From an optimization exercise on the open Yosys and OpenROAD flow, aimed at small area and a short achievable clock period; shortcuts taken in it are not production practice. The RTL was checked by simulation tests, not by an equivalence proof against the original design. Power is estimated from default activity; no workload was simulated.

==> flow/design.v <==
package bus_pkg;
  localparam int AW_DEF = 8;
  localparam int DW_DEF = 8;
  localparam logic BUS_RD = 1'b1;
  localparam logic BUS_WR = 1'b0;
  typedef enum logic [1:0] {
    ST_IDLE  = 2'd0,
    ST_GRANT = 2'd1,
    ST_WAIT  = 2'd2,
    ST_ACK   = 2'd3
  } bus_state_e;
endpackage
module bus_ram #(
  parameter int DW    = 8,
  parameter int NRING = 50,
  parameter int RW    = 6
) (
  input  logic                     clk,
  input  logic                     ins,
  input  logic [RW-1:0]            ins_ring,
  input  logic [DW-1:0]            ins_data,
  input  logic [RW-1:0]            rd_ring,
  input  logic                     rd_pos2,
  output logic [DW-1:0]            rd_data
);
  logic [DW-1:0] pos0 [NRING];
  logic [DW-1:0] pos2 [NRING];
  for (genvar r = 0; r < NRING; r++) begin : g_ring
    logic [4*DW-1:0] ring_q;
    logic            ins_here;
    assign ins_here = ins && (ins_ring == r);
    always_ff @(posedge clk) begin
      ring_q <= {ring_q[3*DW-1:0], ins_here ? ins_data : ring_q[4*DW-1:3*DW]};
    end
    assign pos0[r] = ring_q[DW-1:0];
    assign pos2[r] = ring_q[3*DW-1:2*DW];
  end
  always_comb begin
    rd_data = {DW{1'b0}};
    for (int r = 0; r < NRING; r++) begin
      if (rd_ring == r) begin
        rd_data = rd_data | (rd_pos2 ? pos2[r] : pos0[r]);
      end
    end
  end
endmodule
module bus_responder #(
  parameter int AW    = bus_pkg::AW_DEF,
  parameter int DW    = bus_pkg::DW_DEF,
  parameter int DEPTH = 200,
  parameter int WAIT  = 2
) (
  input  logic          clk,
  input  logic          rst,
  input  logic          mreq,
  output logic          mgrnt,
  input  logic          mas,
  input  logic          mrw,
  input  logic [AW-1:0] maddr,
  input  logic [DW-1:0] mwdata,
  output logic [DW-1:0] mrdata,
  output logic          mrdy,
  output logic          merr
);
  localparam int NRING = DEPTH / 4;
  localparam int RW    = AW - 2;
  logic s_grant, s_w1, s_w2, s_ack;
  logic s_idle;
  logic          rw_r;
  logic [AW-1:0] addr_r;
  logic [DW-1:0] wdata_r;
  logic [1:0]    phase_r;
  logic          wb_valid_r;
  logic [AW-1:0] wb_addr_r;
  logic [DW-1:0] wb_data_r;
  logic [DW-1:0] rd_hold_r;
  logic          mgrnt_r;
  logic          mrdy_r;
  logic          merr_r;
  logic [DW-1:0] mrdata_r;
  logic          strobe_s;
  logic          oor_s;
  logic          wcommit_s;
  logic          drain_s;
  logic [1:0]    rpos_s;
  logic          cap_s;
  logic          fwd_s;
  logic [DW-1:0] ram_rdata_s;
  assign s_idle   = !(s_grant || s_w1 || s_w2 || s_ack);
  assign strobe_s = s_grant && mas;
  assign oor_s    = ({1'b0, addr_r} >= (AW+1)'(DEPTH));
  always_ff @(posedge clk) begin
    if (rst) begin
      s_grant <= 1'b0;
      s_w1    <= 1'b0;
      s_w2    <= 1'b0;
      s_ack   <= 1'b0;
    end else begin
      s_grant <= ((s_idle || s_ack) && mreq) || (s_grant && !mas && mreq);
      s_w1    <= strobe_s;
      s_w2    <= s_w1;
      s_ack   <= s_w2;
    end
  end
  always_ff @(posedge clk) begin
    if (strobe_s) begin
      rw_r    <= mrw;
      addr_r  <= maddr;
      wdata_r <= mwdata;
    end
  end
  always_ff @(posedge clk) begin
    phase_r <= phase_r + 2'd1;
  end
  assign wcommit_s = s_w2 && !rst && (rw_r == bus_pkg::BUS_WR) && !oor_s;
  assign drain_s   = wb_valid_r && ((wb_addr_r[1:0] + phase_r) == 2'd3);
  always_ff @(posedge clk) begin
    wb_valid_r <= wcommit_s || (wb_valid_r && !drain_s);
    if (wcommit_s) begin
      wb_addr_r <= addr_r;
      wb_data_r <= wdata_r;
    end
  end
  assign rpos_s = addr_r[1:0] + phase_r;
  assign cap_s  = (s_w1 || s_w2) && !rpos_s[0];
  assign fwd_s  = wb_valid_r && (wb_addr_r == addr_r);
  bus_ram #(
    .DW    (DW),
    .NRING (NRING),
    .RW    (RW)
  ) u_ram (
    .clk      (clk),
    .ins      (drain_s),
    .ins_ring (wb_addr_r[AW-1:2]),
    .ins_data (wb_data_r),
    .rd_ring  (addr_r[AW-1:2]),
    .rd_pos2  (rpos_s[1]),
    .rd_data  (ram_rdata_s)
  );
  always_ff @(posedge clk) begin
    if (cap_s) begin
      rd_hold_r <= fwd_s ? wb_data_r : ram_rdata_s;
    end
  end
  always_ff @(posedge clk) begin
    if (rst) begin
      mgrnt_r  <= 1'b0;
      mrdy_r   <= 1'b0;
      merr_r   <= 1'b0;
      mrdata_r <= {DW{1'b0}};
    end else begin
      mgrnt_r <= !s_idle;
      mrdy_r  <= s_ack;
      merr_r  <= s_ack && oor_s;
      if (s_ack && rw_r == bus_pkg::BUS_RD) begin
        mrdata_r <= oor_s ? {DW{1'b0}} : rd_hold_r;
      end
    end
  end
  assign mgrnt  = mgrnt_r;
  assign mrdy   = mrdy_r;
  assign merr   = merr_r;
  assign mrdata = mrdata_r;
endmodule
==> flow/config.mk <==
export PLATFORM = sky130hd
export DESIGN_NAME = bus_responder
export DESIGN_NICKNAME = bus_responder
export VERILOG_FILES = /design/flow/design.v
export SDC_FILE = /design/flow/constraint.sdc
export NUM_CORES = 4
export LEC_CHECK = 0
export CAP_MARGIN = 20
export CORE_MARGIN = 2
export CORE_UTILIZATION = 40
export SLEW_MARGIN = 20
==> flow/constraint.sdc <==
create_clock -name core_clock -period 4.0 [get_ports {clk}]
set_input_delay 0.8000 -clock core_clock [delete_from_list [all_inputs] [get_ports {clk}]]
set_output_delay 0.8000 -clock core_clock [all_outputs]
set_load 0.01 [all_outputs]
run.sh (not shown) runs the stock make flow with config.mk's settings and CLKGATE_MAP_FILE= SYNTH_SCRIPT=/design/flow/synth_recipe.tcl, a recipe that flattens the netlist after the stock synthesis.
The starting point produced a layout that fails on negative setup slack.
Then changed:
--- a/flow/design.v
+++ b/flow/design.v
@@ -16,18 +16,20 @@
   parameter int RW    = 6
 ) (
-  input  logic                     clk,
-  input  logic                     ins,
-  input  logic [RW-1:0]            ins_ring,
-  input  logic [DW-1:0]            ins_data,
-  input  logic [RW-1:0]            rd_ring,
-  input  logic                     rd_pos2,
-  output logic [DW-1:0]            rd_data
+  input  logic          clk,
+  input  logic          ins,
+  input  logic [RW-1:0] ins_ring,
+  input  logic [DW-1:0] ins_data,
+  input  logic [RW-1:0] rd_ring,
+  input  logic          rd_pos2,
+  output logic [DW-1:0] rd_data
 );
   logic [DW-1:0] pos0 [NRING];
   logic [DW-1:0] pos2 [NRING];
+  logic          sel0 [NRING];
+  logic          sel2 [NRING];
   for (genvar r = 0; r < NRING; r++) begin : g_ring
     logic [4*DW-1:0] ring_q;
     logic            ins_here;
-    assign ins_here = ins && (ins_ring == r);
+    assign ins_here = ins && (ins_ring == RW'(r));
     always_ff @(posedge clk) begin
       ring_q <= {ring_q[3*DW-1:0], ins_here ? ins_data : ring_q[4*DW-1:3*DW]};
@@ -35,11 +37,11 @@
     assign pos0[r] = ring_q[DW-1:0];
     assign pos2[r] = ring_q[3*DW-1:2*DW];
+    assign sel0[r] = (rd_ring == RW'(r)) && !rd_pos2;
+    assign sel2[r] = (rd_ring == RW'(r)) && rd_pos2;
   end
   always_comb begin
     rd_data = {DW{1'b0}};
     for (int r = 0; r < NRING; r++) begin
-      if (rd_ring == r) begin
-        rd_data = rd_data | (rd_pos2 ? pos2[r] : pos0[r]);
-      end
+      rd_data = rd_data | ({DW{sel0[r]}} & pos0[r]) | ({DW{sel2[r]}} & pos2[r]);
     end
   end
@@ -75,4 +77,7 @@
   logic [DW-1:0] wb_data_r;
   logic [DW-1:0] rd_hold_r;
+  logic          drain_r;
+  logic          cap_r;
+  logic          rpos2_r;
   logic          mgrnt_r;
   logic          mrdy_r;
@@ -82,7 +87,8 @@
   logic          oor_s;
   logic          wcommit_s;
-  logic          drain_s;
+  logic          wb_valid_s;
+  logic [1:0]    wb_slot_s;
   logic [1:0]    rpos_s;
-  logic          cap_s;
+  logic [AW-1:0] addr_s;
   logic          fwd_s;
   logic [DW-1:0] ram_rdata_s;
@@ -113,8 +119,10 @@
     phase_r <= phase_r + 2'd1;
   end
-  assign wcommit_s = s_w2 && !rst && (rw_r == bus_pkg::BUS_WR) && !oor_s;
-  assign drain_s   = wb_valid_r && ((wb_addr_r[1:0] + phase_r) == 2'd3);
+  assign wcommit_s  = s_w2 && !rst && (rw_r == bus_pkg::BUS_WR) && !oor_s;
+  assign wb_valid_s = wcommit_s || (wb_valid_r && !drain_r);
+  assign wb_slot_s  = wcommit_s ? addr_r[1:0] : wb_addr_r[1:0];
   always_ff @(posedge clk) begin
-    wb_valid_r <= wcommit_s || (wb_valid_r && !drain_s);
+    wb_valid_r <= wb_valid_s;
+    drain_r    <= wb_valid_s && ((wb_slot_s + phase_r) == 2'd2);
     if (wcommit_s) begin
       wb_addr_r <= addr_r;
@@ -122,7 +130,11 @@
     end
   end
-  assign rpos_s = addr_r[1:0] + phase_r;
-  assign cap_s  = (s_w1 || s_w2) && !rpos_s[0];
+  assign addr_s = strobe_s ? maddr : addr_r;
+  assign rpos_s = addr_s[1:0] + phase_r + 2'd1;
   assign fwd_s  = wb_valid_r && (wb_addr_r == addr_r);
+  always_ff @(posedge clk) begin
+    cap_r   <= (strobe_s || s_w1) && !rpos_s[0];
+    rpos2_r <= rpos_s[1];
+  end
   bus_ram #(
     .DW    (DW),
@@ -131,13 +143,13 @@
   ) u_ram (
     .clk      (clk),
-    .ins      (drain_s),
+    .ins      (drain_r),
     .ins_ring (wb_addr_r[AW-1:2]),
     .ins_data (wb_data_r),
     .rd_ring  (addr_r[AW-1:2]),
-    .rd_pos2  (rpos_s[1]),
+    .rd_pos2  (rpos2_r),
     .rd_data  (ram_rdata_s)
   );
   always_ff @(posedge clk) begin
-    if (cap_s) begin
+    if (cap_r) begin
       rd_hold_r <= fwd_s ? wb_data_r : ram_rdata_s;
     end
- The changed run finished clean
- worst hold slack gains 0.0039 ns
- non-clock buffer count fell by 43
- sequential share of layout area rose by 1.0 points
- final area fell by 1.5%
- synthesized area fell by 0.45%
- global-route usage rose by 4.0 points
- register-to-register slack gains 0.23 ns
- cell count fell by about 1.4%
- power rose by about 1.2%
- worst setup slack gains 0.23 ns
- core utilization fell by 0.67 points
- clock skew fell by 0.012 ns

[re-timing with driven ports]
Ports are ideal in the flow. The routed layouts listed here were re-timed in OpenROAD.
Step 1: set_driving_cell puts a clkbuf_16 on clk and a buf_2 on each other input, an assumption about the parent block.
Step 2, shift: input delay + t, output delay - t, t = (earliest + latest rising clock arrival at the registers) / 2. This alone moves slack from input paths to output paths.
a / b / c = no drivers / after step 1 / after step 2; a / b = the first two.
run	t, ns	setup WS [ns]	hold WS [ns]
the first run	0.827	-0.084 / -0.084 / -0.084	0.299 / 0.299 / 0.299
the second run	0.830	0.142 / 0.142 / 0.142	0.303 / 0.303 / 0.303
